Background: an optimization exercise with open tools, aiming at small area, a short achievable clock period and few clock cycles per item. Do not read the settings as production practice. Function was checked by simulation only, so behaviour that the tests miss may differ from the original. Power and IR drop assume default switching activity.

==> design/flow/run.sh <==
#!/bin/bash
# synth_recipe.tcl (not shown) runs the flow's synth.tcl, then flattens the netlist and writes it again
# the make line also repeats each setting of config.mk as NAME=value (left out here)
make -C /OpenROAD-flow-scripts/flow DESIGN_CONFIG=/design/flow/config.mk WORK_HOME=/design/flow/orfs CLKGATE_MAP_FILE= SYNTH_SCRIPT=/design/flow/synth_recipe.tcl finish
==> design/flow/config.mk <==
export PLATFORM = sky130hd
export DESIGN_NAME = pipelined_prime_sieve
export DESIGN_NICKNAME = pipelined_prime_sieve
export VERILOG_FILES = /design/flow/design.v
export SDC_FILE = /design/flow/constraint.sdc
export NUM_CORES = 4
export LEC_CHECK = 0
export CAP_MARGIN = 20
export CORE_MARGIN = 2
export CORE_UTILIZATION = 45
export PLACE_DENSITY = 0.6
export SLEW_MARGIN = 20
==> design/flow/constraint.sdc <==
create_clock -name core_clock -period 4.0 [get_ports {clk}]
set_input_delay 0.8000 -clock core_clock [delete_from_list [all_inputs] [get_ports {clk}]]
set_output_delay 0.8000 -clock core_clock [all_outputs]
set_load 0.01 [all_outputs]
==> design/flow/design.v <==
module pipelined_prime_sieve #(
	parameter int VALUE_BITS = 16,
	parameter int NUM_STAGES = 64
) (
	input  logic                  clk,
	input  logic                  arst_n,
	input  logic                  in_valid,
	output logic                  in_ready,
	input  logic [VALUE_BITS-1:0] in_candidate,
	output logic                  out_valid,
	input  logic                  out_ready,
	output logic [VALUE_BITS-1:0] out_prime_value,
	output logic                  out_table_full
);
	localparam int W   = VALUE_BITS;
	localparam int P   = 8;                     
	localparam int G   = NUM_STAGES / P - 1;    
	localparam int R   = 3;                     
	localparam int CW  = $clog2(NUM_STAGES + 1);
	localparam int GW  = $clog2(G);
	localparam int NW  = 3;                     
	localparam int LW  = $clog2(P);
	localparam int SW  = $clog2(W);
	localparam int BW  = $clog2(W + 1);
	localparam int KW  = BW + 2;
	localparam int TB  = (G + 1) / 2;           
	function automatic logic [SW-1:0] ctz(input logic [W-1:0] c);
		ctz = '0;
		for (int i = W - 1; i >= 0; i--)
			if (c[i]) ctz = SW'(i);
	endfunction
	function automatic logic [BW-1:0] bitlen(input logic [W-1:0] c);
		bitlen = '0;
		for (int i = 0; i < W; i++)
			if (c[i]) bitlen = BW'(i + 1);
	endfunction
	function automatic logic [KW-1:0] sizekey(input logic [W-1:0] c);
		logic [BW-1:0] bl;
		logic [W+1:0]  x;
		bl = bitlen(c);
		x  = {c, 2'b00} >> (bl - 1'b1);
		sizekey = {bl, x[1:0]};
	endfunction
	function automatic logic [NW-1:0] iters(input logic [KW-1:0] kc, input logic [KW-1:0] kd);
		logic [BW+1:0] k;
		k = (BW+2)'(kc[KW-1:2]) + (BW+2)'(W) + (BW+2)'(kc[1:0] >= kd[1:0]) - (BW+2)'(kd[KW-1:2]);
		iters = NW'((1 << NW) - 1);
		for (int n = (1 << NW) - 2; n >= 1; n--)
			if (k <= (BW+2)'(n * R + W))
				iters = NW'(n);
	endfunction
	logic          ib_v, ib_drop;
	logic [W-1:0]  ib_c;
	logic [KW-1:0] ib_key;
	logic [SW-1:0] ib_s;
	logic          ib_p2;
	logic          p2v;
	logic [W-1:0]  p2m;
	logic [W-1:1]  head_dp [P];
	logic [SW-1:0] head_s [P];
	logic [P*W-1:0] ring [G];
	logic [KW-1:0] gbl [G];
	logic [KW-1:0] gbl_h;
	logic [GW-1:0] rot;
	logic          tapb;        
	logic          tapb_q;      
	logic [P-1:0]  vm_r;        
	logic [GW-1:0] gsel_q;      
	logic [NW-1:0] nitr;        
	logic [CW-1:0] used;
	logic          h_v, h_pass, h_done;
	logic [W-1:0]  h_c;
	logic [KW-1:0] h_key;
	logic [KW-1:0] h_gb;
	logic [W-1:0]  h_enc;
	logic          h_p2;
	logic          l_v, l_done, l_full;
	logic [W-1:0]  l_c;
	logic [KW-1:0] l_key;
	logic [KW-1:0] l_gb;
	logic          l_p2;
	logic [W-1:0]  l_enc;
	logic [G-1:0]  visited;
	logic          wrote;
	logic [NW-1:0] nit;
	logic [NW-1:0] it;
	logic          itv;
	logic          own_l;
	logic          ck_v;
	logic          ck_l;
	logic          selh;
	logic [W-1:0]  ls [P];
	logic [W-1:0]  lc [P];
	logic [P-1:0]  lb;
	logic [W-1:1]  dq [P];
	logic [W-1:1]  dfirst [P];
	logic          itd;         
	logic [W-1:0]  cs;
	logic [P-1:0]  mokn;
	logic [P-1:0]  mok;
	logic [P-1:0]  vmask;
	logic          out_v;
	logic [W-1:0]  out_val;
	logic          out_full;
	assign out_valid       = out_v;
	assign out_prime_value = out_val;
	assign out_table_full  = out_full;
	logic          full, lapneed;
	logic [G-1:0]  ne;
	logic          take, start_r, start_b, last_iter;
	logic          hit, hit_h, hit_l, miss_h, surv_h, surv_l, done_l, kill;
	logic          move;
	logic          out_free, emit_l, emit_h;
	logic [NW-1:0] nit_src;
	logic [P-1:0]  lane_hit;
	logic [P-1:0]  vmask_src;
	logic [GW:0]   tg, tgq;
	logic [LW-1:0] tlq;
	logic [LW-1:0] tl;
	logic          wr_en;
	logic          cm_v, cm_ring, cm_p2;
	logic [KW-1:0] cm_gb;
	assign full    = (used >= CW'(NUM_STAGES));
	assign lapneed = (used >= CW'(P));
	always_comb
		for (int g = 0; g < G; g++)
			ne[g] = (CW'(P * (g + 1)) < used);
	assign take    = !itv && selh && !h_v && ib_v && !ib_drop;
	logic [GW-1:0] gsel;
	assign gsel    = tapb ? ((rot >= GW'(G - TB)) ? rot - GW'(G - TB) : rot + GW'(TB)) : rot;
	assign start_r = !itv && !take && l_v && !l_done && ne[gsel] && !visited[gsel];
	assign start_b = take || start_r;
	assign nit_src   = take ? ((used == '0) ? NW'(1) : iters(ib_key, gbl_h)) : nitr;
	logic lastq;       
	logic first_last;  
	assign first_last = take ? ((used == '0)
	                            || ((BW+2)'(ib_key[KW-1:2]) + (BW+2)'(ib_key[1:0] >= gbl_h[1:0])
	                                <= (BW+2)'(gbl_h[KW-1:2]) + (BW+2)'(R)))
	                         : (nitr == NW'(1));
	assign last_iter  = itv ? lastq : first_last;
	assign hit    = ck_v && |lane_hit;
	assign hit_h  = hit && !ck_l;
	assign hit_l  = hit && ck_l;
	assign miss_h = ck_v && !ck_l && !hit;
	assign surv_h = miss_h && !lapneed;
	assign done_l = l_v && !l_done && !(itv && own_l) && !start_r
	                && ~|(ne & ~visited) && (full || wrote);
	assign surv_l = done_l && !hit_l;
	assign kill   = hit_l && start_r;
	assign move = lapneed && !l_v && h_v && !h_done
	              && (h_pass || (itv && !own_l && last_iter));
	assign out_free = !out_v || out_ready;
	assign emit_l   = out_free && ((l_v && l_done) || surv_l);
	assign emit_h   = out_free && ((h_v && h_done) || surv_h);
	assign in_ready = !ib_v || ib_drop || take;
	assign tg    = tgq;
	assign tl    = tlq;
	assign wr_en = l_v && lapneed && !full && (tg == {1'b0, rot});
	always_comb begin
		for (int l = 0; l < P; l++) begin
			if (selh)
				vmask_src[l] = (CW'(l) < used);
			else
				vmask_src[l] = vm_r[l];
		end
	end
	logic          h_v_next, l_v_next;
	logic          ib_v_next, ib_drop_next;
	logic [W-1:0]  ib_c_next, l_c_next;
	logic          accept;
	assign accept       = in_valid && in_ready;
	assign ib_v_next    = accept || (ib_v && !ib_drop && !take);
	assign ib_drop_next = accept ? ((in_candidate < W'(2)) || (p2v && ~|(in_candidate & p2m))) : ib_drop;
	assign ib_c_next    = accept ? in_candidate : ib_c;
	assign h_v_next     = take || (h_v && !hit_h && !move && !emit_h);
	logic          h_v_pred, selh_next;
	assign h_v_pred     = take || (h_v && !move);
	assign selh_next    = !h_v_pred && ib_v_next && !ib_drop_next;
	assign l_v_next     = move || (l_v && !hit_l && !emit_l);
	assign l_c_next     = move ? h_c : l_c;
	logic [GW-1:0] ga2, gb2;
	logic [G-1:0]  need;
	logic          tapb_next, tapb_n2;
	logic [GW-1:0] gsel_next, gsel_n2;
	assign ga2 = (rot >= GW'(G - 2)) ? rot + GW'(2) - GW'(G) : rot + GW'(2);
	assign gb2 = (rot >= GW'(G - 2 - TB)) ? rot + GW'(TB + 2) - GW'(G) : rot + GW'(TB + 2);
	assign need    = ne & ~(move ? '0 : visited);
	assign tapb_n2 = !need[ga2] && need[gb2];
	assign gsel_n2 = tapb_n2 ? gb2 : ga2;
	assign tapb_next = tapb_q;
	logic [KW-1:0] gk_next;
	assign gk_next = (cm_v && cm_ring && tg[GW-1:0] == gsel_q) ? cm_gb : gbl[gsel_q];
	logic [CW-1:0] used_next;
	logic [P-1:0]  vm_r_next;
	assign used_next = used + CW'(cm_v);
	always_comb
		for (int l = 0; l < P; l++)
			vm_r_next[l] = (CW'(P) + CW'(gsel_q) * CW'(P) + CW'(l) < used_next);
	assign gsel_next = gsel_q;
	logic [W-1:1] hw_dp;
	assign hw_dp = W'((ib_c >> ib_s) >> 1);
	logic itv_next;
	always_comb begin
		itv_next = itv;
		if (start_b)
			itv_next = !last_iter && !kill;
		else if (itv)
			itv_next = !last_iter;
	end
	for (genvar l = 0; l < P; l++) begin : g_lane
		logic [W-1:0] x;
		logic [W:0]   pre;
		logic [W-1:0] dpd, mask, mask_h, dp;
		logic [W-1:1] dsrc;
		logic [W-1:0] s, c;
		logic         b;
		logic [W+1:0] ka, xa, ya, sa, ca;
		assign x = tapb_next ? ring[TB + 1][l*W +: W] : ring[1][l*W +: W];
		always_comb begin
			pre[W] = 1'b1;
			for (int i = W - 1; i >= 1; i--)
				pre[i] = pre[i + 1] & x[i];
			pre[0] = 1'b0;
			dpd[0] = 1'b1;
			for (int i = 1; i < W; i++)
				dpd[i] = x[i] & (x[0] | ~pre[i + 1]);
			for (int j = 0; j < W; j++)
				mask[j] = ~x[0] & pre[W - j];
			for (int j = 0; j < W; j++)
				mask_h[j] = (SW'(j) < head_s[l]);
		end
		assign dsrc = selh ? head_dp[l] : dfirst[l];
		assign dp   = {itd ? dq[l] : dsrc, 1'b1};
		logic [W-1:0] dqp, dfp;
		assign dqp = {dq[l], 1'b1};
		assign dfp = {dsrc, 1'b1};
		always_comb begin
			logic [W-1:0] dd, u, v;
			logic e;
			logic [W-1:0] sa0, ca0, sb0, cb0;
			logic         ba0, bb0;
			e   = ls[l][1] ^ lc[l][1] ^ (ls[l][0] | lc[l][0]);
			dd  = lb[l] ? dqp : '0;
			u   = ls[l] ^ lc[l] ^ dd;
			v   = (ls[l] & lc[l]) | (ls[l] & dd) | (lc[l] & dd);
			sa0 = u >> 1;
			ca0 = v;
			ba0 = lb[l] ? (e ^ dqp[1]) : e;
			e   = cs[1] ^ cs[0];
			dd  = cs[0] ? dfp : '0;
			u   = cs ^ dd;
			v   = cs & dd;
			sb0 = u >> 1;
			cb0 = v;
			bb0 = cs[0] ? (e ^ dfp[1]) : e;
			s = itd ? sa0 : sb0;
			c = itd ? ca0 : cb0;
			b = itd ? ba0 : bb0;
			for (int k = 1; k < R; k++) begin
				e  = s[1] ^ c[1] ^ (s[0] | c[0]);
				dd = b ? dp : '0;
				u  = s ^ c ^ dd;
				v  = (s & c) | (s & dd) | (c & dd);
				s  = u >> 1;
				c  = v;
				b  = b ? (e ^ dp[1]) : e;
			end
		end
		always_ff @(posedge clk) begin
			ls[l]   <= s;
			lc[l]   <= c;
			lb[l]   <= b;
			dfirst[l] <= dpd[W-1:1];
			mokn[l] <= ~|(l_c_next & mask);
			if (!itd) begin
				dq[l]    <= dsrc;
				mok[l]   <= selh ? ~|(cs & mask_h) : mokn[l];
				vmask[l] <= vmask_src[l];
			end
		end
		assign sa = {2'b0, ls[l]};
		assign ca = {2'b0, lc[l]};
		assign ka = ~{2'b0, dq[l], 1'b1};
		assign xa = sa ^ ca ^ ka;
		assign ya = ((sa & ca) | (sa & ka) | (ca & ka)) << 1;
		assign lane_hit[l] = vmask[l] & mok[l] & ((dq[l] == '0) | (&(xa ^ ya)));
	end
	always_ff @(posedge clk) begin
		for (int g = 0; g < G - 1; g++)
			ring[g] <= ring[g + 1];
		for (int l = 0; l < P; l++)
			ring[G - 1][l*W +: W] <= (wr_en && tl == LW'(l)) ? l_enc : ring[0][l*W +: W];
		if (cm_v && cm_ring)
			gbl[tg[GW-1:0]] <= cm_gb;
		if (cm_v && !cm_ring)
			gbl_h <= cm_gb;
		if (take && !lapneed) begin
			head_dp[used[LW-1:0]] <= hw_dp;
			head_s[used[LW-1:0]]  <= ib_s;
		end
	end
	always_ff @(posedge clk) begin
		selh <= selh_next;
		itd  <= itv_next;
		tapb   <= tapb_next;
		tapb_q <= tapb_n2;
		gsel_q <= gsel_n2;
		nitr   <= move ? iters(h_key, gk_next) : iters(l_key, gk_next);
		vm_r   <= vm_r_next;
		tgq    <= (GW + 1)'(used_next / CW'(P)) - 1'b1;
		tlq    <= LW'(used_next % CW'(P));
		cs   <= (!h_v_pred && ib_v_next && !ib_drop_next) ? ib_c_next : l_c_next;
		if (accept) begin
			ib_c   <= in_candidate;
			ib_p2  <= (in_candidate & (in_candidate - 1'b1)) == '0;
			ib_key <= sizekey(in_candidate);
			ib_s   <= ctz(in_candidate);
		end
		if (take) begin
			h_c   <= ib_c;
			h_key <= ib_key;
			h_gb  <= ib_p2 ? {BW'(W), 2'b11} : {ib_key[KW-1:2] - BW'(ib_s), ib_key[1:0]};
			h_enc <= ib_c[0] ? ib_c
			         : ({W{1'b1}} << (W + 1 - ib_s)) | (W'(ib_c >> ib_s) & {{(W-1){1'b1}}, 1'b0});
			h_p2  <= ib_p2;
		end
		if (move) begin
			l_c   <= h_c;
			l_key <= h_key;
			l_gb  <= h_gb;
			l_p2  <= h_p2;
			l_enc <= h_enc;
		end
		if (!l_done)
			l_full <= full;
		cm_ring <= l_v;
		cm_gb   <= l_v ? ((tl == '0 || l_gb < gbl[tg[GW-1:0]]) ? l_gb : gbl[tg[GW-1:0]])
		               : ((used == '0 || h_gb < gbl_h) ? h_gb : gbl_h);
		cm_p2   <= l_v ? l_p2 : h_p2;
		if (out_free) begin
			out_val  <= l_v ? l_c : h_c;
			out_full <= l_v && (l_done ? l_full : full);
		end
	end
	always_ff @(posedge clk or negedge arst_n) begin
		if (!arst_n) begin
			ib_v    <= 1'b0;
			ib_drop <= 1'b0;
			p2v     <= 1'b0;
			rot     <= '0;
			used    <= '0;
			h_v     <= 1'b0;
			h_pass  <= 1'b0;
			h_done  <= 1'b0;
			l_v     <= 1'b0;
			l_done  <= 1'b0;
			itv     <= 1'b0;
			lastq   <= 1'b0;
			ck_v    <= 1'b0;
			cm_v    <= 1'b0;
			out_v   <= 1'b0;
		end else begin
			ib_v    <= ib_v_next;
			ib_drop <= ib_drop_next;
			rot <= (rot == GW'(G - 1)) ? '0 : rot + 1'b1;
			itv <= itv_next;
			if (start_b) begin
				it    <= NW'(1);
				nit   <= nit_src;
				own_l <= !take;
			end else if (itv) begin
				it    <= it + 1'b1;
			end
			ck_v <= last_iter && (start_b || itv) && !kill;
			lastq <= start_b ? (nit_src == NW'(2)) : (it + NW'(2) == nit);
			ck_l <= (start_b ? !take : own_l) || move;
			h_v <= h_v_next;
			if (take) begin
				h_pass <= 1'b0;
				h_done <= 1'b0;
			end else begin
				if (miss_h && lapneed)
					h_pass <= 1'b1;
				if (surv_h && !emit_h)
					h_done <= 1'b1;
			end
			l_v <= l_v_next;
			if (move) begin
				l_done  <= 1'b0;
				visited <= '0;
				wrote   <= 1'b0;
			end else begin
				if (surv_l && !emit_l)
					l_done <= 1'b1;
				if (start_r)
					visited[gsel] <= 1'b1;
				if (l_v && wr_en)
					wrote <= 1'b1;
			end
			cm_v <= (surv_l || surv_h) && !full;
			if (cm_v) begin
				used <= used + 1'b1;
				if (cm_p2) begin
					p2v <= 1'b1;
					p2m <= (cm_ring ? l_c : h_c) - 1'b1;
				end
			end
			if (out_free)
				out_v <= emit_l || emit_h;
		end
	end
endmodule
==> flow_metrics.env, run 1 <==
export IMPL_clk_latency_ns=0.85
export IMPL_die_h_um=426.6
export IMPL_via_per_inst=5.298
export IMPL_synth_top_area_cell="dfxtp_1"
export IMPL_async_flop_share=0.01231
export IMPL_power_switching_share=0.2122
export IMPL_pre_cts_ws_ns=0.02323
export IMPL_hp_class="reg -> reg"
export IMPL_nNetsFinal=7822
export IMPL_synth_compound_area_frac=0.06861
export IMPL_utilization=0.5151
export IMPL_place_congestion=0.8817
export IMPL_io_pins=39
export IMPL_synthXorXnorAreaFrac=0.02594
export IMPL_hold_viol_final=0
export IMPL_p_comb_frac=0.005
export IMPL_power_switching_mw=8.008
export IMPL_io_buffers=38
export IMPL_setup_violations=0
export IMPL_areaGrowthSynthToFinish_pct=14.11
export IMPL_die_area_um2=182000
export IMPL_cp_end_kind="flop"
export IMPL_drive_gt1_frac=0.1408
export IMPL_power_mw=37.73
export IMPL_p_int_mw=29.73
export IMPL_fin_crit_ns=3.771
export IMPL_nFillCells=15540
export IMPL_grt_pass1_wl_mm=328.8
export IMPL_register_area_um2=41190
export IMPL_peakVddDrop_mv=0.5104
export IMPL_p_clk_frac=0.488
export IMPL_numCtsBuffers=189
export IMPL_ant_nets=0
export IMPL_min_period_over_period=0.9429
export IMPL_worstPathArrival_ns=4.47
export IMPL_synthesis_area_um2=80370
export IMPL_leakage_nw=37.67
export IMPL_synth_cells=6824
export IMPL_dp_cells=9231
export IMPL_synth_warnings=6
export IMPL_grt_ovfl_total=0
export IMPL_ys_ff_latch=1869
export IMPL_final_area_um2=91700
export IMPL_required_ns=4.70
export IMPL_drtPass1Iterations=6
export IMPL_seq_area_frac_synth=0.5122
export IMPL_wirelength_mm=219.3
export IMPL_final_cell_mix="dfxtp_1 (1469), inv_1 (608), fa_1 (451), nor2_1 (390), nand2_1 (366)"
export IMPL_clock_sinks=1869
export IMPL_synth_top_family_by_area="adder cells"
export IMPL_synthFlopType="dfxtp_1"
export IMPL_crit_type="reg -> reg"
export IMPL_final_common_cell="dfxtp_1"
export IMPL_synthMuxAreaShare=0.09617
export IMPL_grt_usage=0.2424
export IMPL_postLayoutSetupSlackWorst_ns=0.2286
export IMPL_finalNonFillerCells=9593
export IMPL_via_count=50830
export IMPL_dr_max_layer_used="met5"
export IMPL_placementRows=155
export IMPL_outcome="complete, no violations"
export IMPL_dp_hpwl_mm=158.9
export IMPL_die_x_um=426.6
export IMPL_syn_avg_cell_area_um2=11.78
export IMPL_drt_iter0_markers=4690
export IMPL_postPlaceCellArea_um2=85040
export IMPL_fin_hold_ws_ns=0.3119
export IMPL_wl_met2_mm=95.90
export IMPL_clk_pin_slew_worst_paths_ns=0.06
export IMPL_synthAdderAreaFrac=0.1585
export IMPL_synth_top_area_share=0.3694
export IMPL_start_util=0.4514
export IMPL_setup_tns_ns=0
export IMPL_synth_edff_count=363
export IMPL_crit_fanout=8
export IMPL_fin_skew_ns=0.08161
export IMPL_seq_power_share=0.507
export IMPL_grt_pass1_vias=50860
export IMPL_slew_headroom=0.2277
export IMPL_wl_per_cell_um=22.86
export IMPL_route_met3_wl_mm=14.26
export IMPL_antenna_found_initial=21
export IMPL_powerDensity_nw_per_um2=411.5
export IMPL_synthesis_nets=7577
export IMPL_finalMaxSlewViolations=0
export IMPL_max_freq_mhz=265.2
export IMPL_cts_htree_levels=4
export IMPL_startpoint_type="flop"
export IMPL_tightestPinTransition_ns=1.158
export IMPL_netlist_top_cells_area="dfxtp_1 (37%), edfxtp_1 (14%), fa_1 (11%)"
export IMPL_synthDistinctLibCells=100
export IMPL_drcViolationCount=0
export IMPL_cts_tree="done"
export IMPL_clk_path_buf_depth=3
export IMPL_multi_input_area_um2=36090
export IMPL_core_um2=178000
export IMPL_grt_max_degree=55
export IMPL_clock_root_buffer="clkbuf_16"
export IMPL_wl_met1_mm=103.1
export IMPL_max_cap_viol_count=0
export IMPL_synth_simple_area_share=0.09727
flip-flops by register name, summed over array words and instances (netlist names), 16 cells and up:
register,count
head_s,32
out_val,16
g_lane.sa,120
ring,896
cs,16
head_dp,120
lc,128
l_c,16
l_enc,16
dq,120
h_enc,16
gbl,49
h_c,16
dfirst,120
p2m,16
ib_c,16
metal layers:
metal / track usage / vias up
met4: 0.07007 / 4
met2: 0.3667 / 1531
met5: 0 / -
met3: 0.03860 / 316
li1: - / 23550
met1: 0.3577 / 25430
power groups by stage:
stage	clock network, mW	registers, mW	logic, mW
after floorplan	0	19.5	0.104
after global placement	0	19.5	0.179
after detailed placement	0	19.5	0.180
after CTS	18.7	19.1	0.181
after global routing	19.5	19.1	0.201
final	18.4	19.1	0.184
synth_stat cells (13+ instances only):
library cell and count:
o22ai_1 18, nor4_1 78, clkbuf_1 149, a31oi_1 33, mux2_1 33, a211o_1 14, mux4_2 13, ha_1 281
nor2_1 396, buf_2 30, nand2b_1 34, a22oi_1 17, nand3b_1 23, edfxtp_1 363, a211oi_1 41, nand3_1 90
and2_1 243, a21o_1 44, a221oi_1 14, nor3b_1 16, dfxtp_1 1483, o21bai_1 14, nand2_1 366, nor2b_1 142
inv_1 610, xnor2_1 169, mux2i_1 348, a21oi_1 278, o21a_1 17, mux2_2 318, xor2_1 69, o21ai_1 24
dfrtp_1 23, a32oi_1 26, o21ai_0 174, maj3_1 17, fa_1 452, nand4_1 23, nor3_1 55, buf_1 48
cell type report:
class | instances | area share
Tap cell | 2355 | 0.03213
Timing Repair Buffer | 294 | 0.02827
Clock inverter | 107 | 0.01411
Inverter | 616 | 0.02523
Sequential cell | 1869 | 0.4492
Multi-Input combinational cell | 4099 | 0.3936
Clock buffer | 252 | 0.05747
Antenna cell | 1 | 0.00002729
cell families (layout without fill, tap and decap cells):
| logic type | after synthesis | in the layout |
|---|---|---|
| adders and majority gates | 750 | 750 |
| DFF | 1869 | 1869 |
| AOI/OAI and AO/OA | 853 | 853 |
| and+or+nand+nor | 1546 | 1546 |
| other | 0 | 1 |
| buffers and inverters | 856 | 1269 |
| xor gates and xnor gates | 238 | 238 |
| muxes | 712 | 712 |
repair_timing:
item / in CTS / in global routing
gates resized for setup: 1 / 27
setup buffers: 0 / 2
hold buffers: 0 / 0
endpoints found under the setup margin: 1 / 3
pin swaps: 0 / 4
path summary, 6_finish.rpt:
kind	startpoint	to	slack, ns	cells after the start
min in group asynchronous	arst_n	used[1]$_DFFE_PN0P_	0.39	2
max reg2reg	gsel_q[0]$_DFF_P_	nitr[0]$_DFF_P_	0.23	16
min	ring[3][48]$_DFF_P_	ring[2][48]$_DFF_P_	0.31	0
min reg2reg	ring[3][48]$_DFF_P_	ring[2][48]$_DFF_P_	0.31	0
max	gsel_q[0]$_DFF_P_	nitr[0]$_DFF_P_	0.23	16
max in group asynchronous	arst_n	l_v$_DFF_PN0_	3.31	2
critical path, cell delays in order (launching register included):
cell and delay [ns]:
dfxtp_2 0.38, buf_8 0.16, buf_4 0.19, mux4_2 0.51, mux2i_1 0.13, o21ai_0 0.14
ha_1 0.31, inv_1 0.04, ha_1 0.32, inv_2 0.12, nor3b_1 0.06, a31oi_1 0.13
o21ai_0 0.13, or4_4 0.51, buf_4 0.15, nor4_1 0.27, nor4_1 0.10
Testbench counts, summed over its fixed seeds: cycles 22,337, items 6,467.
==> run 2: changes to the inputs <==
--- a/design/flow/config.mk
+++ b/design/flow/config.mk
@@ -10,3 +10,4 @@
 export CORE_UTILIZATION = 45
 export PLACE_DENSITY = 0.6
+export SETUP_SLACK_MARGIN = 0.2
 export SLEW_MARGIN = 20
==> run 2 against run 1 <==
  * First-iteration DRC count decreased by 2.4%
  * Critical path depth grew 1
  * Utilization unchanged
  * Area after synthesis unchanged
  * Die area stayed put
==> flow_metrics.env, run 2 <==
export IMPL_outcome="complete, no violations"
export IMPL_final_area_um2=91700
export IMPL_slowest_stage="a2111oi_2"
export IMPL_final_common_cell="dfxtp_1"
export IMPL_tightestPinTransition_ns=1.124
export IMPL_final_cell_mix="dfxtp_1 (1468), inv_1 (609), fa_1 (451), nor2_1 (390), nand2_1 (366)"
export IMPL_max_freq_mhz=266.6
export IMPL_grt_usage=0.2428
export IMPL_p_comb_frac=0.005
export IMPL_clk_path_buf_depth=3
export IMPL_io_pins=39
export IMPL_die_area_um2=182000
export IMPL_grt_max_degree=96
export IMPL_synth_cells=6824
export IMPL_wirelength_mm=219.7
export IMPL_cp_slowest_stage_delay_ns=0.43
export IMPL_max_cap_viol_count=0
export IMPL_p_clk_frac=0.491
export IMPL_startpoint_type="flop"
export IMPL_finalMaxSlewViolations=0
export IMPL_synth_warnings=6
export IMPL_required_ns=4.72
export IMPL_cp_startpoint="gsel_q[0]$_DFF_P_"
export IMPL_crit_type="reg -> reg"
export IMPL_seq_power_share=0.504
export IMPL_setup_tns_ns=0
export IMPL_crit_buf_inv=2
export IMPL_regMostFlops="ring"
export IMPL_cts_tree="done"
export IMPL_ant_nets=0
export IMPL_wl_per_cell_um=22.95
export IMPL_synthFlopType="dfxtp_1"
export IMPL_power_switching_share=0.2068
export IMPL_utilization=0.5151
export IMPL_synthesis_nets=7577
export IMPL_crit_reg2reg_launch="gsel_q[0]$_DFF_P_"
export IMPL_drcViolationCount=0
export IMPL_grt_pass1_vias=51070
export IMPL_largestRegisters="ring x896, lc x128"
export IMPL_async_flop_share=0.01231
export IMPL_worstPathArrival_ns=4.47
export IMPL_min_period_over_period=0.9378
export IMPL_seq_area_frac_synth=0.5122
export IMPL_largest_reg_flops=896
export IMPL_rsz0062_at_grt="true"
export IMPL_powerDensity_nw_per_um2=413.4
export IMPL_drtPass1Iterations=6
export IMPL_power_switching_mw=7.842
export IMPL_fin_skew_ns=0.04067
export IMPL_numCtsBuffers=189
export IMPL_cp_top_family="compound AO/OA/AOI/OAI gates"
export IMPL_clock_sinks=1869
export IMPL_reg2reg_slack_ns=0.25
export IMPL_start_util=0.4514
export IMPL_cp_end_kind="flop"
export IMPL_leakage_nw=37.63
export IMPL_cts_htree_levels=4
export IMPL_fin_crit_ns=3.751
export IMPL_syn_avg_cell_area_um2=11.78
export IMPL_core_um2=178000
export IMPL_drive_gt1_frac=0.1370
export IMPL_grt_ovfl_total=0
export IMPL_synth_edff_count=363
export IMPL_via_per_inst=5.294
export IMPL_dp_hpwl_mm=158.6
export IMPL_clk_latency_ns=0.85
export IMPL_power_mw=37.91
export IMPL_cp_cell_sequence="xor2_1 -> nor4_2 -> buf_4 -> nand2_1 -> o21ai_1 -> ha_1 -> nand2b_1 -> a21o_1 -> ha_1 -> a21o_1 -> a21oi_1 -> buf_4 -> xnor2_1 -> nor3_1 -> o21ai_0 -> a2111oi_2 -> nor4_1"
export IMPL_netlist_top_cells_area="dfxtp_1 (37%), edfxtp_1 (14%), fa_1 (11%)"
export IMPL_ys_ff_latch=1869
export IMPL_synth_top_area_cell="dfxtp_1"
export IMPL_clk_pin_slew_worst_paths_ns=0.06
export IMPL_synth_top_area_share=0.3694
export IMPL_die_x_um=426.6
export IMPL_io_buffers=38
export IMPL_via_count=50680
export IMPL_nNetsFinal=7803
export IMPL_p_int_mw=30.07
export IMPL_yosysMostFrequentCell="dfxtp_1"
export IMPL_areaGrowthSynthToFinish_pct=14.11
export IMPL_crit_fanout=6
export IMPL_synthDistinctLibCells=100
export IMPL_grt_pass1_wl_mm=328.9
export IMPL_hp_class="reg -> reg"
export IMPL_placementRows=155
export IMPL_drt_iter0_markers=4578
export IMPL_hold_start="ring[3][35]$_DFF_P_"
export IMPL_synthesis_area_um2=80370
export IMPL_slew_headroom=0.2506
export IMPL_antenna_found_initial=13
export IMPL_clock_root_buffer="clkbuf_16"
export IMPL_peakVddDrop_mv=0.4729
export IMPL_die_h_um=426.6
export IMPL_place_congestion=0.8797
export IMPL_synth_common_cells="dfxtp_1 (1483), inv_1 (610), fa_1 (452), nor2_1 (396), nand2_1 (366)"
export IMPL_hold_viol_final=0
export IMPL_postPlaceCellArea_um2=84910
export IMPL_setup_violations=0
==> run 2: power by group through the flow <==
stage | Clock, mW | Combinational (mW) | Sequential, mW
final | 18.6 | 0.185 | 19.1
after global routing | 19.6 | 0.200 | 19.1
after CTS | 18.9 | 0.182 | 19.1
after detailed placement | 0 | 0.182 | 19.5
after global placement | 0 | 0.181 | 19.5
after floorplan | 0 | 0.104 | 19.5
==> run 2: per-layer routing <==
layer	vias up	routed length, um	track usage
li1	23520	-	-
met1	25420	103600	0.3579
met2	1463	96470	0.3702
met3	272	14490	0.03925
met4	0	5127	0.06438
met5	-	0	0
==> run 2: kinds of logic (layout without fill, tap and decap cells) <==
kind of cell | after synthesis | after routing | share of synthesized area
DFF | 1869 | 1869 | 0.5122
and+or+nand+nor | 1546 | 1546 | 0.09727
buffers and inverters | 856 | 1245 | 0.04134
AOI/OAI and AO/OA | 853 | 853 | 0.06861
adders and majority gates | 750 | 750 | 0.1585
muxes | 712 | 712 | 0.09617
xor gates and xnor gates | 238 | 238 | 0.02594
other | 0 | 5 | 0
==> run 2: path summary, 6_finish.rpt <==
kind / endpoint / cells past startpoint
worst max-delay path: nitr[0]$_DFF_P_ / 17
worst min-delay path: ring[2][35]$_DFF_P_ / 0
worst max register to register: nitr[0]$_DFF_P_ / 17
worst min register to register: ring[2][35]$_DFF_P_ / 0
max in group asynchronous: l_v$_DFF_PN0_ / 2
min in group asynchronous: ib_drop$_DFF_PN0_ / 2
==> run 2: repair_timing <==
item | 4_1_cts | 5_1_grt
pin swaps | 2 | 3
buffers inserted | 3 | 1
setup endpoints to repair | 3 | 34
hold buffers | 0 | 0
hold endpoints to repair | 0 | 0
gates cloned | 0 | 0
gates resized for setup | 12 | 17
==> run 2: layout make-up <==
class                   count  area, um2
diodes                      5      12.51
clock buffers             281       5635
clock inverters            73      996.0
fillers                 15590      86330
inverters                 616       2313
multi-input cells        4099      36110
flip-flops and latches   1869      41200
well taps                2355       2947
repair buffers            275       2496
==> run 2: stage by stage <==
| stage | worst slack, ns | instances | hold WS (ns) |
|---|---|---|---|
| detailed placement | -0.05579 | 9210 | 0.3121 |
| global route | 0.04031 | 9568 | 0.3180 |
| finish | 0.2488 | 9573 | 0.3041 |
| CTS | 0.2018 | 9567 | 0.3008 |
| floorplan | 0.007454 | 6824 | 0.3096 |
| global placement | -0.01879 | 9210 | 0.3096 |
==> run 3: changes to the inputs <==
--- a/design/flow/design.v
+++ b/design/flow/design.v
@@ -25,4 +25,5 @@
 	localparam int KW  = BW + 2;
 	localparam int TB  = (G + 1) / 2;           
+	localparam int TC  = 2;                     
 	function automatic logic [SW-1:0] ctz(input logic [W-1:0] c);
 		ctz = '0;
@@ -50,8 +51,17 @@
 				iters = NW'(n);
 	endfunction
+	function automatic logic [W-1:0] enc(input logic [W-1:0] c);
+		logic [SW-1:0] s;
+		logic [W-1:0]  dp;
+		s  = ctz(c);
+		dp = c >> s;
+		if (c[0])
+			enc = c;
+		else
+			enc = ({W{1'b1}} << (W + 1 - s)) | (dp & {{(W-1){1'b1}}, 1'b0});
+	endfunction
 	logic          ib_v, ib_drop;
 	logic [W-1:0]  ib_c;
 	logic [KW-1:0] ib_key;
-	logic [SW-1:0] ib_s;
 	logic          ib_p2;
 	logic          p2v;
@@ -63,7 +73,6 @@
 	logic [KW-1:0] gbl_h;
 	logic [GW-1:0] rot;
-	logic          tapb;        
-	logic          tapb_q;      
-	logic [P-1:0]  vm_r;        
+	logic [1:0]    tapb;        
+	logic [1:0]    tapb_q;      
 	logic [GW-1:0] gsel_q;      
 	logic [NW-1:0] nitr;        
@@ -115,10 +124,10 @@
 	logic [P-1:0]  lane_hit;
 	logic [P-1:0]  vmask_src;
-	logic [GW:0]   tg, tgq;
-	logic [LW-1:0] tlq;
+	logic [GW:0]   tg;
 	logic [LW-1:0] tl;
 	logic          wr_en;
 	logic          cm_v, cm_ring, cm_p2;
 	logic [KW-1:0] cm_gb;
+	logic [W-1:0]  cm_c;
 	assign full    = (used >= CW'(NUM_STAGES));
 	assign lapneed = (used >= CW'(P));
@@ -128,15 +137,16 @@
 	assign take    = !itv && selh && !h_v && ib_v && !ib_drop;
 	logic [GW-1:0] gsel;
-	assign gsel    = tapb ? ((rot >= GW'(G - TB)) ? rot - GW'(G - TB) : rot + GW'(TB)) : rot;
+	function automatic logic [GW-1:0] gadd(input logic [GW-1:0] r, input int o);
+		logic [GW+1:0] x;
+		x = (GW+2)'(r) + (GW+2)'(o % G);
+		if (x >= (GW+2)'(G))
+			x = x - (GW+2)'(G);
+		gadd = GW'(x);
+	endfunction
+	assign gsel    = (tapb == 2'd1) ? gadd(rot, TB) : (tapb == 2'd2) ? gadd(rot, TC) : rot;
 	assign start_r = !itv && !take && l_v && !l_done && ne[gsel] && !visited[gsel];
 	assign start_b = take || start_r;
 	assign nit_src   = take ? ((used == '0) ? NW'(1) : iters(ib_key, gbl_h)) : nitr;
-	logic lastq;       
-	logic first_last;  
-	assign first_last = take ? ((used == '0)
-	                            || ((BW+2)'(ib_key[KW-1:2]) + (BW+2)'(ib_key[1:0] >= gbl_h[1:0])
-	                                <= (BW+2)'(gbl_h[KW-1:2]) + (BW+2)'(R)))
-	                         : (nitr == NW'(1));
-	assign last_iter  = itv ? lastq : first_last;
+	assign last_iter = itv ? (it == nit - 1'b1) : (nit_src == NW'(1));
 	assign hit    = ck_v && |lane_hit;
 	assign hit_h  = hit && !ck_l;
@@ -154,6 +164,6 @@
 	assign emit_h   = out_free && ((h_v && h_done) || surv_h);
 	assign in_ready = !ib_v || ib_drop || take;
-	assign tg    = tgq;
-	assign tl    = tlq;
+	assign tg    = (GW + 1)'(used / CW'(P)) - 1'b1;
+	assign tl    = LW'(used % CW'(P));
 	assign wr_en = l_v && lapneed && !full && (tg == {1'b0, rot});
 	always_comb begin
@@ -162,5 +172,5 @@
 				vmask_src[l] = (CW'(l) < used);
 			else
-				vmask_src[l] = vm_r[l];
+				vmask_src[l] = (CW'(P) + CW'(gsel) * CW'(P) + CW'(l) < used);
 		end
 	end
@@ -181,23 +191,17 @@
 	logic [GW-1:0] ga2, gb2;
 	logic [G-1:0]  need;
-	logic          tapb_next, tapb_n2;
+	logic [1:0]    tapb_next, tapb_n2;
+	logic [GW-1:0] gc2;
+	assign gc2 = gadd(rot, TC + 2);
 	logic [GW-1:0] gsel_next, gsel_n2;
 	assign ga2 = (rot >= GW'(G - 2)) ? rot + GW'(2) - GW'(G) : rot + GW'(2);
 	assign gb2 = (rot >= GW'(G - 2 - TB)) ? rot + GW'(TB + 2) - GW'(G) : rot + GW'(TB + 2);
 	assign need    = ne & ~(move ? '0 : visited);
-	assign tapb_n2 = !need[ga2] && need[gb2];
-	assign gsel_n2 = tapb_n2 ? gb2 : ga2;
+	assign tapb_n2 = need[ga2] ? 2'd0 : need[gb2] ? 2'd1 : need[gc2] ? 2'd2 : 2'd0;
+	assign gsel_n2 = (tapb_n2 == 2'd1) ? gb2 : (tapb_n2 == 2'd2) ? gc2 : ga2;
 	assign tapb_next = tapb_q;
-	logic [KW-1:0] gk_next;
-	assign gk_next = (cm_v && cm_ring && tg[GW-1:0] == gsel_q) ? cm_gb : gbl[gsel_q];
-	logic [CW-1:0] used_next;
-	logic [P-1:0]  vm_r_next;
-	assign used_next = used + CW'(cm_v);
-	always_comb
-		for (int l = 0; l < P; l++)
-			vm_r_next[l] = (CW'(P) + CW'(gsel_q) * CW'(P) + CW'(l) < used_next);
 	assign gsel_next = gsel_q;
 	logic [W-1:1] hw_dp;
-	assign hw_dp = W'((ib_c >> ib_s) >> 1);
+	assign hw_dp = W'((ib_c >> ctz(ib_c)) >> 1);
 	logic itv_next;
 	always_comb begin
@@ -216,5 +220,5 @@
 		logic         b;
 		logic [W+1:0] ka, xa, ya, sa, ca;
-		assign x = tapb_next ? ring[TB + 1][l*W +: W] : ring[1][l*W +: W];
+		assign x = (tapb_next == 2'd1) ? ring[TB + 1][l*W +: W] : (tapb_next == 2'd2) ? ring[TC + 1][l*W +: W] : ring[1][l*W +: W];
 		always_comb begin
 			pre[W] = 1'b1;
@@ -230,9 +234,11 @@
 				mask_h[j] = (SW'(j) < head_s[l]);
 		end
-		assign dsrc = selh ? head_dp[l] : dfirst[l];
-		assign dp   = {itd ? dq[l] : dsrc, 1'b1};
+		logic [W-1:1] head_dp_next;
+		assign head_dp_next = (take && !lapneed && used[LW-1:0] == LW'(l)) ? hw_dp : head_dp[l];
+		assign dsrc = dfirst[l];
+		assign dp   = {itd ? dq[l] : dfirst[l], 1'b1};
 		logic [W-1:0] dqp, dfp;
 		assign dqp = {dq[l], 1'b1};
-		assign dfp = {dsrc, 1'b1};
+		assign dfp = {dfirst[l], 1'b1};
 		always_comb begin
 			logic [W-1:0] dd, u, v;
@@ -271,5 +277,5 @@
 			lc[l]   <= c;
 			lb[l]   <= b;
-			dfirst[l] <= dpd[W-1:1];
+			dfirst[l] <= selh_next ? head_dp_next : dpd[W-1:1];
 			mokn[l] <= ~|(l_c_next & mask);
 			if (!itd) begin
@@ -297,5 +303,5 @@
 		if (take && !lapneed) begin
 			head_dp[used[LW-1:0]] <= hw_dp;
-			head_s[used[LW-1:0]]  <= ib_s;
+			head_s[used[LW-1:0]]  <= ctz(ib_c);
 		end
 	end
@@ -306,8 +312,6 @@
 		tapb_q <= tapb_n2;
 		gsel_q <= gsel_n2;
-		nitr   <= move ? iters(h_key, gk_next) : iters(l_key, gk_next);
-		vm_r   <= vm_r_next;
-		tgq    <= (GW + 1)'(used_next / CW'(P)) - 1'b1;
-		tlq    <= LW'(used_next % CW'(P));
+		nitr   <= iters(move ? h_key : l_key,
+		                (cm_v && cm_ring && tg[GW-1:0] == gsel_next) ? cm_gb : gbl[gsel_next]);
 		cs   <= (!h_v_pred && ib_v_next && !ib_drop_next) ? ib_c_next : l_c_next;
 		if (accept) begin
@@ -315,12 +319,10 @@
 			ib_p2  <= (in_candidate & (in_candidate - 1'b1)) == '0;
 			ib_key <= sizekey(in_candidate);
-			ib_s   <= ctz(in_candidate);
 		end
 		if (take) begin
 			h_c   <= ib_c;
 			h_key <= ib_key;
-			h_gb  <= ib_p2 ? {BW'(W), 2'b11} : {ib_key[KW-1:2] - BW'(ib_s), ib_key[1:0]};
-			h_enc <= ib_c[0] ? ib_c
-			         : ({W{1'b1}} << (W + 1 - ib_s)) | (W'(ib_c >> ib_s) & {{(W-1){1'b1}}, 1'b0});
+			h_gb  <= ib_p2 ? {BW'(W), 2'b11} : {ib_key[KW-1:2] - BW'(ctz(ib_c)), ib_key[1:0]};
+			h_enc <= enc(ib_c);
 			h_p2  <= ib_p2;
 		end
@@ -338,4 +340,5 @@
 		               : ((used == '0 || h_gb < gbl_h) ? h_gb : gbl_h);
 		cm_p2   <= l_v ? l_p2 : h_p2;
+		cm_c    <= l_v ? l_c : h_c;
 		if (out_free) begin
 			out_val  <= l_v ? l_c : h_c;
@@ -356,5 +359,4 @@
 			l_done  <= 1'b0;
 			itv     <= 1'b0;
-			lastq   <= 1'b0;
 			ck_v    <= 1'b0;
 			cm_v    <= 1'b0;
@@ -373,5 +375,4 @@
 			end
 			ck_v <= last_iter && (start_b || itv) && !kill;
-			lastq <= start_b ? (nit_src == NW'(2)) : (it + NW'(2) == nit);
 			ck_l <= (start_b ? !take : own_l) || move;
 			h_v <= h_v_next;
@@ -403,5 +404,5 @@
 				if (cm_p2) begin
 					p2v <= 1'b1;
-					p2m <= (cm_ring ? l_c : h_c) - 1'b1;
+					p2m <= cm_c - 1'b1;
 				end
 			end
--- a/design/flow/config.mk
+++ b/design/flow/config.mk
@@ -10,4 +10,3 @@
 export CORE_UTILIZATION = 45
 export PLACE_DENSITY = 0.6
-export SETUP_SLACK_MARGIN = 0.2
 export SLEW_MARGIN = 20
==> run 3 against run 2 <==
  * Final area rose by 0.20%
  * Sequential power barely moved
  * Power rose by 4.5%
  * Final cell count is 0.62% lower
  * First-iteration DRC count fell by 7.9%
  * Clock-buffer cell count down 21
  * Global-route usage increased by 0.30 points
  * Flip-flop and latch count fell by 2
  * Critical path type unchanged
  * Critical endpoint is now nitr[2]$_SDFF_PP0_
  * Largest power group unchanged
  * Highest routed layer is now met5
==> flow_metrics.env, run 3 <==
export IMPL_ys_ff_latch=1867
export IMPL_final_common_cell="dfxtp_1"
export IMPL_tightestPinTransition_ns=1.106
export IMPL_clk_latency_ns=0.85
export IMPL_final_area_um2=91890
export IMPL_cp_top_family="simple AND/OR/NAND/NOR gates"
export IMPL_peakVddDrop_mv=0.3621
export IMPL_io_pins=39
export IMPL_netlist_top_cells_area="dfxtp_1 (37%), edfxtp_1 (13%), fa_1 (11%)"
export IMPL_synth_warnings=6
export IMPL_seq_area_frac_synth=0.5132
export IMPL_hold_viol_final=0
export IMPL_leakage_nw=38.61
export IMPL_power_switching_share=0.2257
export IMPL_synthDistinctLibCells=107
export IMPL_seq_power_share=0.489
export IMPL_worstPathArrival_ns=4.57
export IMPL_hold_start="ring[4][120]$_DFF_P_"
export IMPL_antenna_found_initial=5
export IMPL_largestRegisters="ring x896, lc x128"
export IMPL_setup_violations=0
export IMPL_final_cell_mix="dfxtp_1 (1485), nor2_1 (508), inv_1 (453), fa_1 (451), mux2_2 (447)"
export IMPL_placementRows=154
export IMPL_wirelength_mm=222.7
export IMPL_synth_common_cells="dfxtp_1 (1493), nor2_1 (511), inv_1 (459), fa_1 (452), mux2_2 (447)"
export IMPL_startpoint_type="flop"
export IMPL_synthFlopType="dfxtp_1"
export IMPL_drtPass1Iterations=6
export IMPL_power_switching_mw=8.940
export IMPL_reg2reg_slack_ns=0.14
export IMPL_rsz0062_at_grt="true"
export IMPL_dp_cells=9152
export IMPL_nNetsFinal=7749
export IMPL_clock_sinks=1867
export IMPL_core_um2=176300
export IMPL_synth_edff_count=352
export IMPL_die_h_um=425.4
export IMPL_synth_top_area_cell="dfxtp_1"
export IMPL_postPlaceCellArea_um2=85020
export IMPL_crit_reg2reg_launch="used[3]$_DFFE_PN0P_"
export IMPL_max_cap_viol_count=0
export IMPL_ff2ff_path_depth=21
export IMPL_die_x_um=425.4
export IMPL_outcome="complete, no violations"
export IMPL_clock_root_buffer="clkbuf_16"
export IMPL_crit_type="reg -> reg"
export IMPL_p_comb_frac=0.037
export IMPL_areaGrowthSynthToFinish_pct=15.00
export IMPL_clk_path_buf_depth=3
export IMPL_die_area_um2=180900
export IMPL_syn_avg_cell_area_um2=11.92
export IMPL_numCtsBuffers=191
export IMPL_synthesis_nets=7443
export IMPL_slew_headroom=0.2551
export IMPL_synth_cells=6703
export IMPL_power_mw=39.60
export IMPL_yosysMostFrequentCell="dfxtp_1"
export IMPL_via_count=51340
export IMPL_io_buffers=38
export IMPL_via_per_inst=5.396
export IMPL_pre_cts_ws_ns=-0.04137
export IMPL_finalMaxSlewViolations=0
export IMPL_max_freq_mhz=259.3
export IMPL_powerDensity_nw_per_um2=431.0
export IMPL_ant_nets=0
export IMPL_postCtsHoldBufs=0
export IMPL_drive_gt1_frac=0.1726
export IMPL_clk_pin_slew_worst_paths_ns=0.06
export IMPL_wl_per_cell_um=23.41
export IMPL_p_clk_frac=0.474
export IMPL_synthesis_area_um2=79900
export IMPL_async_flop_share=0.01178
export IMPL_dp_hpwl_mm=162.7
export IMPL_synth_top_area_share=0.3741
export IMPL_grt_max_degree=70
export IMPL_cts_htree_levels=4
export IMPL_place_congestion=0.9195
export IMPL_regMostFlops="ring"
export IMPL_min_delay_worst_endpoint="ring[3][120]$_DFF_P_"
export IMPL_grt_pass1_vias=51630
export IMPL_drcViolationCount=0
export IMPL_cts_tree="done"
export IMPL_finalNonFillerCells=9514
export IMPL_hp_class="reg -> reg"
export IMPL_min_period_over_period=0.9643
export IMPL_start_util=0.4532
export IMPL_cp_cell_sequence="ha_4 -> or4b_4 -> a211oi_4 -> or2_4 -> nor2_4 -> inv_2 -> buf_6 -> nand2_1 -> nand2_2 -> ha_1 -> a21o_1 -> ha_2 -> fa_2 -> a21oi_2 -> nor2_2 -> nor2_2 -> buf_6 -> xor2_4 -> nor2_1 -> nand2_1 -> nand2_1"
export IMPL_slowest_stage="dfrtp_2"
export IMPL_crit_fanout=5
export IMPL_required_ns=4.71
export IMPL_grt_usage=0.2457
export IMPL_cp_end_kind="flop"
export IMPL_fin_crit_ns=3.857
export IMPL_grt_ovfl_total=0
export IMPL_fin_skew_ns=0.04710
export IMPL_hold_depth=0
export IMPL_cp_slowest_stage_delay_ns=0.48
export IMPL_grt_pass1_wl_mm=334.7
export IMPL_r2r_end="nitr[2]$_SDFF_PP0_"
export IMPL_postLayoutSetupSlackWorst_ns=0.1428
export IMPL_drt_iter0_markers=4216
export IMPL_cp_common_cell="nand2_1"
export IMPL_p_int_mw=30.66
export IMPL_largest_reg_flops=896
export IMPL_crit_buf_inv=3
==> run 3: changes by cell type after synthesis, sizes merged, moves of 37 or more <==
cell | previous run | this run
nor3 | 59 | 113
o21ai | 198 | 249
nor2b | 142 | 62
o31ai | 4 | 57
mux2 | 351 | 447
xnor2 | 169 | 130
clkbuf | 149 | 194
inv | 615 | 461
mux2i | 348 | 278
nor2 | 397 | 512
nand3 | 90 | 53
nand2 | 367 | 235
==> run 3: cells by family after synthesis <==
family | after synthesis | synth area share
adders and majority gates | 731 | 0.1566
AOI/OAI and AO/OA | 909 | 0.07205
DFF | 1867 | 0.5132
xor gates and xnor gates | 228 | 0.02541
and+or+nand+nor | 1503 | 0.09516
muxes | 739 | 0.1018
buffers and inverters | 726 | 0.03573
==> run 3: worst max-delay path by stage <==
stage	to	cells past startpoint	slack [ns]	startpoint
after floorplan	nitr[0]$_SDFF_PP1_	22	-0.1	used[4]$_DFFE_PN0P_
after global placement	nitr[0]$_SDFF_PP1_	19	-0.02	used[3]$_DFFE_PN0P_
after detailed placement	nitr[0]$_SDFF_PP1_	18	-0.04	used[3]$_DFFE_PN0P_
after CTS	nitr[2]$_SDFF_PP0_	23	0.05	used[4]$_DFFE_PN0P_
after global routing	nitr[2]$_SDFF_PP0_	21	-0.07	used[3]$_DFFE_PN0P_
final	nitr[2]$_SDFF_PP0_	21	0.14	used[3]$_DFFE_PN0P_
==> run 3: per-layer routing <==
metal	wire (um)	vias to the layer above	global-route usage	part of all wire
met5	13	-	0	0.000058
met4	7041	2	0.07878	0.032
met3	12980	361	0.03423	0.058
met2	98650	1600	0.3763	0.44
met1	104000	25780	0.3586	0.47
li1	-	23590	-	-
==> run 3: metrics by stage <==
step	TNS [ns]	utilization	hold slack, ns
detailed placement	-0.04276	0.4822	0.3121
CTS	0	0.5203	0.3029
finish	0	0.5212	0.3100
floorplan	-0.09919	-	0.3096
global route	-0.1017	0.5211	0.3055
global placement	-0.01766	0.4822	0.3096
==> run 3: power by group through the flow <==
stage | clock network (mW) | registers (mW) | logic [mW]
floorplan | 0 | 19.7 | 0.644
global placement | 0 | 19.8 | 1.42
detailed placement | 0 | 19.8 | 1.42
CTS | 19.1 | 19.4 | 1.43
global route | 19.9 | 19.4 | 1.52
finish | 18.8 | 19.4 | 1.47
==> run 3: area by class of cell <==
class	instances	area (um2)
inverter	464	1760
timing repair buffer	375	3184
antenna	2	5.005
multi-input combinational	4110	36270
sequential	1867	41030
fill	15200	84420
clock inverter	96	1235
clock buffer	260	5468
tap	2340	2928
==> run 3: what timing repair did <==
item	in CTS	in global routing
setup endpoints to repair	3	9
buffers inserted	0	4
pin swaps	1	13
resized for setup	4	28
Testbench counts of run 3, summed over its fixed seeds: cycles 21,346, items 6,467.
==> run 4: changes to the inputs <==
--- a/design/flow/design.v
+++ b/design/flow/design.v
@@ -279,6 +279,6 @@
 			dfirst[l] <= selh_next ? head_dp_next : dpd[W-1:1];
 			mokn[l] <= ~|(l_c_next & mask);
+			dq[l]   <= dp[W-1:1];
 			if (!itd) begin
-				dq[l]    <= dsrc;
 				mok[l]   <= selh ? ~|(cs & mask_h) : mokn[l];
 				vmask[l] <= vmask_src[l];
==> run 4 against run 3 <==
  * Fmax shrank 1.4%
  * Clock-buffer cell count grew 1
  * Final cell count grew 0.50%
  * Power is 71% higher
  * First-iteration DRC count grew 8.4%
  * Setup slack worse by 0.055 ns
  * Flip-flop and latch count stayed put
  * Utilization increased by 0.075 points
  * Register-to-register slack got worse by 0.05 ns
  * Still clean on timing, DRC and antenna
  * Clock power barely moved
==> flow_metrics.env, run 4 <==
export IMPL_outcome="complete, no violations"
export IMPL_rsz0062_at_grt="true"
export IMPL_required_ns=4.69
export IMPL_endpoint="nitr[0]$_SDFF_PP1_"
export IMPL_nNetsFinal=7796
export IMPL_die_x_um=426.2
export IMPL_hold_viol_final=0
export IMPL_synth_top_area_share=0.3726
export IMPL_synthesis_nets=7481
export IMPL_drtPass1Iterations=6
export IMPL_synth_top_area_cell="dfxtp_1"
export IMPL_wirelength_mm=228.8
export IMPL_setup_violations=0
export IMPL_min_period_over_period=0.9780
export IMPL_pre_cts_ws_ns=-0.3552
export IMPL_synth_common_cells="dfxtp_1 (1493), nor2_1 (497), inv_1 (472), fa_1 (452), mux2_2 (437)"
export IMPL_cp_end_kind="flop"
export IMPL_synthesis_area_um2=80210
export IMPL_seq_area_frac_synth=0.5113
export IMPL_clk_latency_ns=0.84
export IMPL_via_count=52040
export IMPL_final_area_um2=92220
export IMPL_leakage_nw=38.73
export IMPL_reg2reg_slack_ns=0.09
export IMPL_peakVddDrop_mv=0.5052
export IMPL_final_cell_mix="dfxtp_1 (1486), nor2_1 (495), inv_1 (466), fa_1 (450), mux2_2 (437)"
export IMPL_ff2ff_path_depth=20
export IMPL_ys_ff_latch=1867
export IMPL_register_area_um2=41030
export IMPL_clock_sinks=1867
export IMPL_nFillCells=15220
export IMPL_drive_gt1_frac=0.1708
export IMPL_grt_ovfl_total=0
export IMPL_via_per_inst=5.442
export IMPL_die_h_um=426.2
export IMPL_regMostFlops="ring"
export IMPL_r2r_end="nitr[0]$_SDFF_PP1_"
export IMPL_areaGrowthSynthToFinish_pct=14.97
export IMPL_start_util=0.4539
export IMPL_yosysMostFrequentCell="dfxtp_1"
export IMPL_synth_warnings=6
export IMPL_drt_iter0_markers=4570
export IMPL_powerDensity_nw_per_um2=734.3
export IMPL_tightestPinTransition_ns=1.230
export IMPL_clk_pin_slew_worst_paths_ns=0.07
export IMPL_numCtsBuffers=189
export IMPL_grt_usage=0.2526
export IMPL_postPlaceCellArea_um2=85290
export IMPL_synth_cells=6741
export IMPL_final_common_cell="dfxtp_1"
export IMPL_startpoint_type="flop"
export IMPL_cts_htree_levels=4
export IMPL_fin_crit_ns=3.912
export IMPL_hp_class="reg -> reg"
export IMPL_crit_type="reg -> reg"
export IMPL_wl_per_cell_um=23.93
export IMPL_grt_max_degree=99
export IMPL_synthDistinctLibCells=92
export IMPL_core_um2=176700
export IMPL_largestRegisters="ring x896, lc x128"
export IMPL_antenna_found_initial=8
export IMPL_largest_reg_flops=896
export IMPL_drcViolationCount=0
export IMPL_place_congestion=0.9609
export IMPL_postLayoutSetupSlackWorst_ns=0.08819
export IMPL_syn_avg_cell_area_um2=11.90
export IMPL_max_cap_viol_count=0
export IMPL_netlist_top_cells_area="dfxtp_1 (37%), edfxtp_1 (13%), fa_1 (11%)"
export IMPL_ant_nets=0
export IMPL_dp_hpwl_mm=168.1
export IMPL_fin_skew_ns=0.03298
export IMPL_clk_path_buf_depth=3
export IMPL_synthFlopType="dfxtp_1"
export IMPL_clock_root_buffer="clkbuf_16"
export IMPL_postCtsHoldBufs=0
export IMPL_finalMaxSlewViolations=0
export IMPL_cp_startpoint="used[4]$_DFFE_PN0P_"
export IMPL_max_freq_mhz=255.6
export IMPL_cts_tree="done"
export IMPL_io_buffers=38
export IMPL_die_area_um2=181600
export IMPL_multi_input_area_um2=36660
export IMPL_crit_fanout=14
export IMPL_slew_headroom=0.1714
export IMPL_io_pins=39
export IMPL_worstPathArrival_ns=4.60
export IMPL_grt_pass1_wl_mm=340.9
export IMPL_placementRows=154
export IMPL_grt_pass1_vias=51980
export IMPL_crit_reg2reg_launch="used[4]$_DFFE_PN0P_"
export IMPL_synth_edff_count=352
export IMPL_async_flop_share=0.01178
==> run 4: cell types whose count changed after synthesis, moves of 13 or more <==
cell / before / now
a211oi_1: 60 / 41
inv_1: 459 / 472
a21oi_1: 248 / 220
o21ai_0: 239 / 264
xor2_1: 96 / 47
mux2i_1: 277 / 321
nor3_1: 113 / 53
nand2_1: 235 / 250
nand3_1: 52 / 79
xnor2_1: 130 / 172
nor4_1: 65 / 87
nor2_1: 511 / 497
==> run 4: worst min path at each step <==
stage	depth (start not counted)	start	end
floorplan	0	ring[2][0]$_DFF_P_	ring[1][0]$_DFF_P_
global placement	0	ring[6][127]$_DFF_P_	ring[5][127]$_DFF_P_
detailed placement	0	ring[2][111]$_DFF_P_	ring[1][111]$_DFF_P_
CTS	0	ring[4][19]$_DFF_P_	ring[3][19]$_DFF_P_
global route	0	ring[6][84]$_DFF_P_	ring[5][84]$_DFF_P_
finish	0	ring[2][7]$_DFF_P_	ring[1][7]$_DFF_P_
==> run 4: stage by stage <==
| stage | power, mW | std cells | util | setup TNS (ns) | hold WS (ns) |
|---|---|---|---|---|---|
| after detailed placement | 49.35 | 9198 | 0.4827 | -0.7303 | 0.3121 |
| after floorplan | 39.79 | 6741 | - | -0.3290 | 0.3096 |
| after global routing | 71.54 | 9559 | 0.5219 | -0.07502 | 0.3169 |
| after global placement | 49.04 | 9198 | 0.4827 | -0.8387 | 0.3095 |
| after CTS | 68.02 | 9556 | 0.5210 | 0 | 0.3082 |
| final | 67.72 | 9562 | 0.5219 | 0 | 0.3072 |
==> run 4: final cells by class <==
type | count | area share
flip-flops and latches | 1867 | 0.4449
diodes | 3 | 0.00008141
repair buffers | 383 | 0.03396
well taps | 2340 | 0.03175
multi-input cells | 4134 | 0.3975
inverters | 481 | 0.01973
clock buffers | 261 | 0.05848
clock inverters | 93 | 0.01358
==> run 4: what timing repair did <==
action | 4_1_cts | 5_1_grt
pin swaps | 15 | 7
setup buffers | 4 | 3
resized for setup | 15 | 27
endpoints found under the setup margin | 3 | 19
==> run 4: logic make-up after synthesis <==
family                     after synthesis  synth area share
DFF                                   1867            0.5113
and+or+nand+nor                       1485           0.09266
AOI/OAI and AO/OA                      926           0.07482
muxes                                  772            0.1053
buffers and inverters                  740           0.03569
adders and majority gates              731            0.1560
xor gates and xnor gates               220           0.02421
==> run 4: report_power, final <==
group | internal (mW) | switching [mW]
Combinational | 9.51 | 14.6
Clock | 10.7 | 7.81
Sequential | 22.2 | 2.83
Total | 42.4 | 25.3
==> run 4: layer usage <==
layer,routed length (um),GRT usage,vias up
li1,-,-,23850
met1,107900,0.3762,26060
met2,97040,0.3711,1782
met3,16760,0.04672,347
met4,7117,0.07862,4
met5,24,0,-
==> run 4: worst max-delay path: stages (launching register included) <==
cell       delay [ns]
dfrtp_2          0.42
inv_4            0.07
buf_4            0.15
ha_1             0.24
xnor2_4          0.15
xor2_1           0.17
nand4_1          0.11
buf_4            0.22
a21oi_1          0.27
ha_4             0.25
nand2b_4         0.12
a21o_1           0.17
ha_2             0.18
fa_2             0.36
a21oi_2          0.16
nor2_2           0.06
nor2_2           0.16
buf_4            0.14
a21boi_4         0.05
a2111oi_4        0.18
a22oi_1          0.12
Testbench counts of run 4, summed over its fixed seeds: cycles 21,346, items 6,467.
==> run 5: changes to the inputs <==
--- a/design/flow/config.mk
+++ b/design/flow/config.mk
@@ -10,3 +10,4 @@
 export CORE_UTILIZATION = 45
 export PLACE_DENSITY = 0.6
+export SETUP_SLACK_MARGIN = 0.3
 export SLEW_MARGIN = 20
==> run 5 against run 4 <==
  * Clock skew increased by 0.013 ns
  * Flip-flop and latch count unchanged
  * Power grew 1.8%
  * Sequential power about the same
  * Combinational power is 2% higher
  * Critical path depth did not move
  * Setup slack worse by 0.026 ns
  * Clock-buffer cell count grew 3
  * Via count decreased by 0.11%
  * Area after synthesis did not move
  * Fmax decreased by 0.66%
  * Critical path type unchanged
  * Largest power group unchanged
==> flow_metrics.env, run 5 <==
export IMPL_via_count=51980
export IMPL_yosysMostFrequentCell="dfxtp_1"
export IMPL_numCtsBuffers=191
export IMPL_start_util=0.4539
export IMPL_synthDistinctLibCells=92
export IMPL_crit_fanout=4
export IMPL_startpoint_type="flop"
export IMPL_place_congestion=0.9206
export IMPL_nFillCells=15070
export IMPL_postPlaceCellArea_um2=85090
export IMPL_outcome="complete, no violations"
export IMPL_fin_skew_ns=0.04639
export IMPL_rsz0062_at_grt="true"
export IMPL_nNetsFinal=7794
export IMPL_wirelength_mm=230.0
export IMPL_peakVddDrop_mv=0.5132
export IMPL_largest_reg_flops=896
export IMPL_slew_headroom=0.1989
export IMPL_clock_sinks=1867
export IMPL_fin_crit_ns=3.938
export IMPL_cts_tree="done"
export IMPL_synth_cells=6741
export IMPL_powerDensity_nw_per_um2=742.2
export IMPL_synth_common_cells="dfxtp_1 (1493), nor2_1 (497), inv_1 (472), fa_1 (452), mux2_2 (437)"
export IMPL_max_freq_mhz=254.0
export IMPL_power_mw=68.96
export IMPL_hold_viol_final=0
export IMPL_grt_pass1_wl_mm=339.4
export IMPL_synth_top_area_share=0.3726
export IMPL_min_period_over_period=0.9844
export IMPL_async_flop_share=0.01178
export IMPL_leakage_nw=38.91
export IMPL_io_pins=39
export IMPL_die_area_um2=181600
export IMPL_placementRows=154
export IMPL_areaGrowthSynthToFinish_pct=15.84
export IMPL_crit_type="reg -> reg"
export IMPL_die_x_um=426.2
export IMPL_postLayoutSetupSlackWorst_ns=0.06222
export IMPL_core_um2=176700
export IMPL_cp_startpoint="nit[0]$_DFFE_PP_"
export IMPL_netlist_top_cells_area="dfxtp_1 (37%), edfxtp_1 (13%), fa_1 (11%)"
export IMPL_antenna_found_initial=11
export IMPL_synth_warnings=6
export IMPL_via_per_inst=5.435
export IMPL_drcViolationCount=0
export IMPL_hp_class="reg -> reg"
export IMPL_final_cell_mix="dfxtp_1 (1486), nor2_1 (495), inv_1 (457), fa_1 (449), mux2_2 (435)"
export IMPL_io_buffers=38
export IMPL_clk_path_buf_depth=3
export IMPL_grt_usage=0.2508
export IMPL_required_ns=4.75
export IMPL_pre_cts_ws_ns=-0.2200
export IMPL_largestRegisters="ring x896, lc x128"
export IMPL_ys_ff_latch=1867
export IMPL_clk_pin_slew_worst_paths_ns=0.06
export IMPL_die_h_um=426.2
export IMPL_grt_max_degree=81
export IMPL_crit_reg2reg_launch="nit[0]$_DFFE_PP_"
export IMPL_synthesis_area_um2=80210
export IMPL_drt_iter0_markers=4915
export IMPL_setup_violations=0
export IMPL_worstPathArrival_ns=4.69
export IMPL_syn_avg_cell_area_um2=11.90
export IMPL_ant_nets=0
export IMPL_drive_gt1_frac=0.1763
export IMPL_drtPass1Iterations=6
export IMPL_tightestPinTransition_ns=1.200
export IMPL_synthesis_nets=7481
export IMPL_max_cap_viol_count=0
export IMPL_postCtsHoldBufs=0
export IMPL_clk_latency_ns=0.85
export IMPL_wl_per_cell_um=24.05
export IMPL_cts_htree_levels=4
export IMPL_met3_usage=0.03786
export IMPL_finalMaxSlewViolations=0
export IMPL_final_common_cell="dfxtp_1"
export IMPL_final_area_um2=92910
export IMPL_seq_area_frac_synth=0.5113
export IMPL_grt_ovfl_total=0
export IMPL_top_usage_layer="met1"
export IMPL_grt_pass1_vias=51610
export IMPL_synth_edff_count=352
export IMPL_clock_root_buffer="clkbuf_16"
export IMPL_synth_top_area_cell="dfxtp_1"
export IMPL_use_met2=0.3715
export IMPL_dp_hpwl_mm=166.6
export IMPL_synthFlopType="dfxtp_1"
export IMPL_grt_util_met1=0.3756
export IMPL_hold_start="ring[2][91]$_DFF_P_"
export IMPL_cp_end_kind="flop"
export IMPL_regMostFlops="ring"
export IMPL_setup_tns_ns=0
[run 5: cell counts after synthesis]
Identical to the previous run, type by type.
[run 5: metal layers]
layer  routed length, um  vias up
met5                  27        -
met4                7988        4
met3               14430      415
met2               98640     1666
met1              108900    26030
li1                    -    23860
[run 5: report_power, final]
part           switching [mW]  internal [mW]
Clock                    7.94           11.1
Combinational            14.9           9.84
Sequential               2.99           22.2
[run 5: per-stage QoR]
step | util | std cells | hold slack (ns)
6_report | 0.5258 | 9565 | 0.3050
5_1_grt | 0.5257 | 9557 | 0.3100
4_1_cts | 0.5213 | 9525 | 0.3109
3_5_place_dp | 0.4816 | 9159 | 0.3121
3_3_place_gp | 0.4816 | 9159 | 0.3097
2_1_floorplan | - | 6741 | 0.3096
[run 5: path summary, 6_finish.rpt]
path	cells after the start	to	slack (ns)
max in group asynchronous	2	used[3]$_DFFE_PN0P_	3.26
hold / removal	0	ring[1][91]$_DFF_P_	0.31
min in group asynchronous	2	p2v$_DFFE_PN0P_	0.43
setup / recovery	20	nitr[0]$_SDFF_PP1_	0.06
hold reg to reg	0	ring[1][91]$_DFF_P_	0.31
setup reg to reg	20	nitr[0]$_SDFF_PP1_	0.06
[run 5: what timing repair did]
action / CTS / global route
pin swaps: 22 / 33
buffers inserted: 10 / 23
endpoints found under the setup margin: 20 / 162
gates cloned: 0 / 9
resized for setup: 23 / 93
[run 5: kinds of logic (layout without fill, tap and decap cells)]
family                   Yosys count  count (layout)  synth area share
AO/OA/AOI/OAI                    926             926           0.07482
adder cells (fa/ha/maj)          731             731            0.1560
other                              0               8                 0
buffers and inverters            740            1215           0.03569
AND/OR/NAND/NOR                 1485            1485           0.09266
XOR/XNOR                         220             220           0.02421
flip-flops                      1867            1867            0.5113
multiplexers                     772             773            0.1053
[run 5: worst max-delay path: stages, from the launching register on]
cell and delay, ns:
edfxtp_1 0.40, inv_2 0.09, ha_4 0.20, xnor2_2 0.13, o41a_1 0.43, nor3_4 0.32
inv_2 0.09, buf_6 0.14, buf_6 0.11, mux2i_4 0.18, ha_4 0.27, inv_2 0.04
ha_4 0.15, fa_2 0.37, a21oi_2 0.16, nor2_2 0.06, nor2_2 0.16, buf_6 0.14
xor2_4 0.18, nor2_1 0.06, a22oi_1 0.17
[run 5: layout make-up]
class | count | area (um2) | area share
Clock buffer | 264 | 5504 | 0.05924
Timing Repair Buffer | 376 | 3356 | 0.03612
Inverter | 481 | 1824 | 0.01963
Antenna cell | 8 | 20.02 | 0.0002155
Clock inverter | 92 | 1351 | 0.01454
Multi-Input combinational cell | 4135 | 36890 | 0.3970
Timing Repair inverter | 2 | 10.01 | 0.0001077
Sequential cell | 1867 | 41030 | 0.4416
Tap cell | 2340 | 2928 | 0.03151

## afterwards: timing with drivers on the ports
The flow's constraints put no driver on any port. The routed layouts listed below were extracted and timed again, unchanged, in two steps.
Step 1 (the two cells are an assumption about what drives the block):
set clk [get_ports {clk}]
set_driving_cell -lib_cell sky130_fd_sc_hd__clkbuf_16 $clk
set_driving_cell -lib_cell sky130_fd_sc_hd__buf_2 [delete_from_list [all_inputs] $clk]
Step 2, shift: input delay + t, output delay - t, t = (earliest + latest rising clock arrival at the registers) / 2. This alone moves slack from input paths to output paths.
Three values: no drivers, after step 1, after step 2; two values: the first two.
run	t, ns	slack for setup (ns)	slew at the worst register clock pin (ns)	worst slew at a driven data input, ns
run 1	0.905	0.229 / 0.229 / -0.014	0.07 / 0.07	0.04
run 2	0.909	0.249 / 0.249 / 0.066	0.07 / 0.07	0.04
run 3	0.896	0.143 / 0.143 / 0.084	0.07 / 0.07	0.04
run 4	0.901	0.088 / 0.088 / 0.088	0.07 / 0.07	0.05
run 5	0.918	0.062 / 0.062 / 0.062	0.07 / 0.07	0.04
Met with ideal ports but missed after step 2: setup timing in run 1. The setup slack of run 1, which loses most, moves by 0.000 ns with the drivers and by -0.243 ns with both steps.
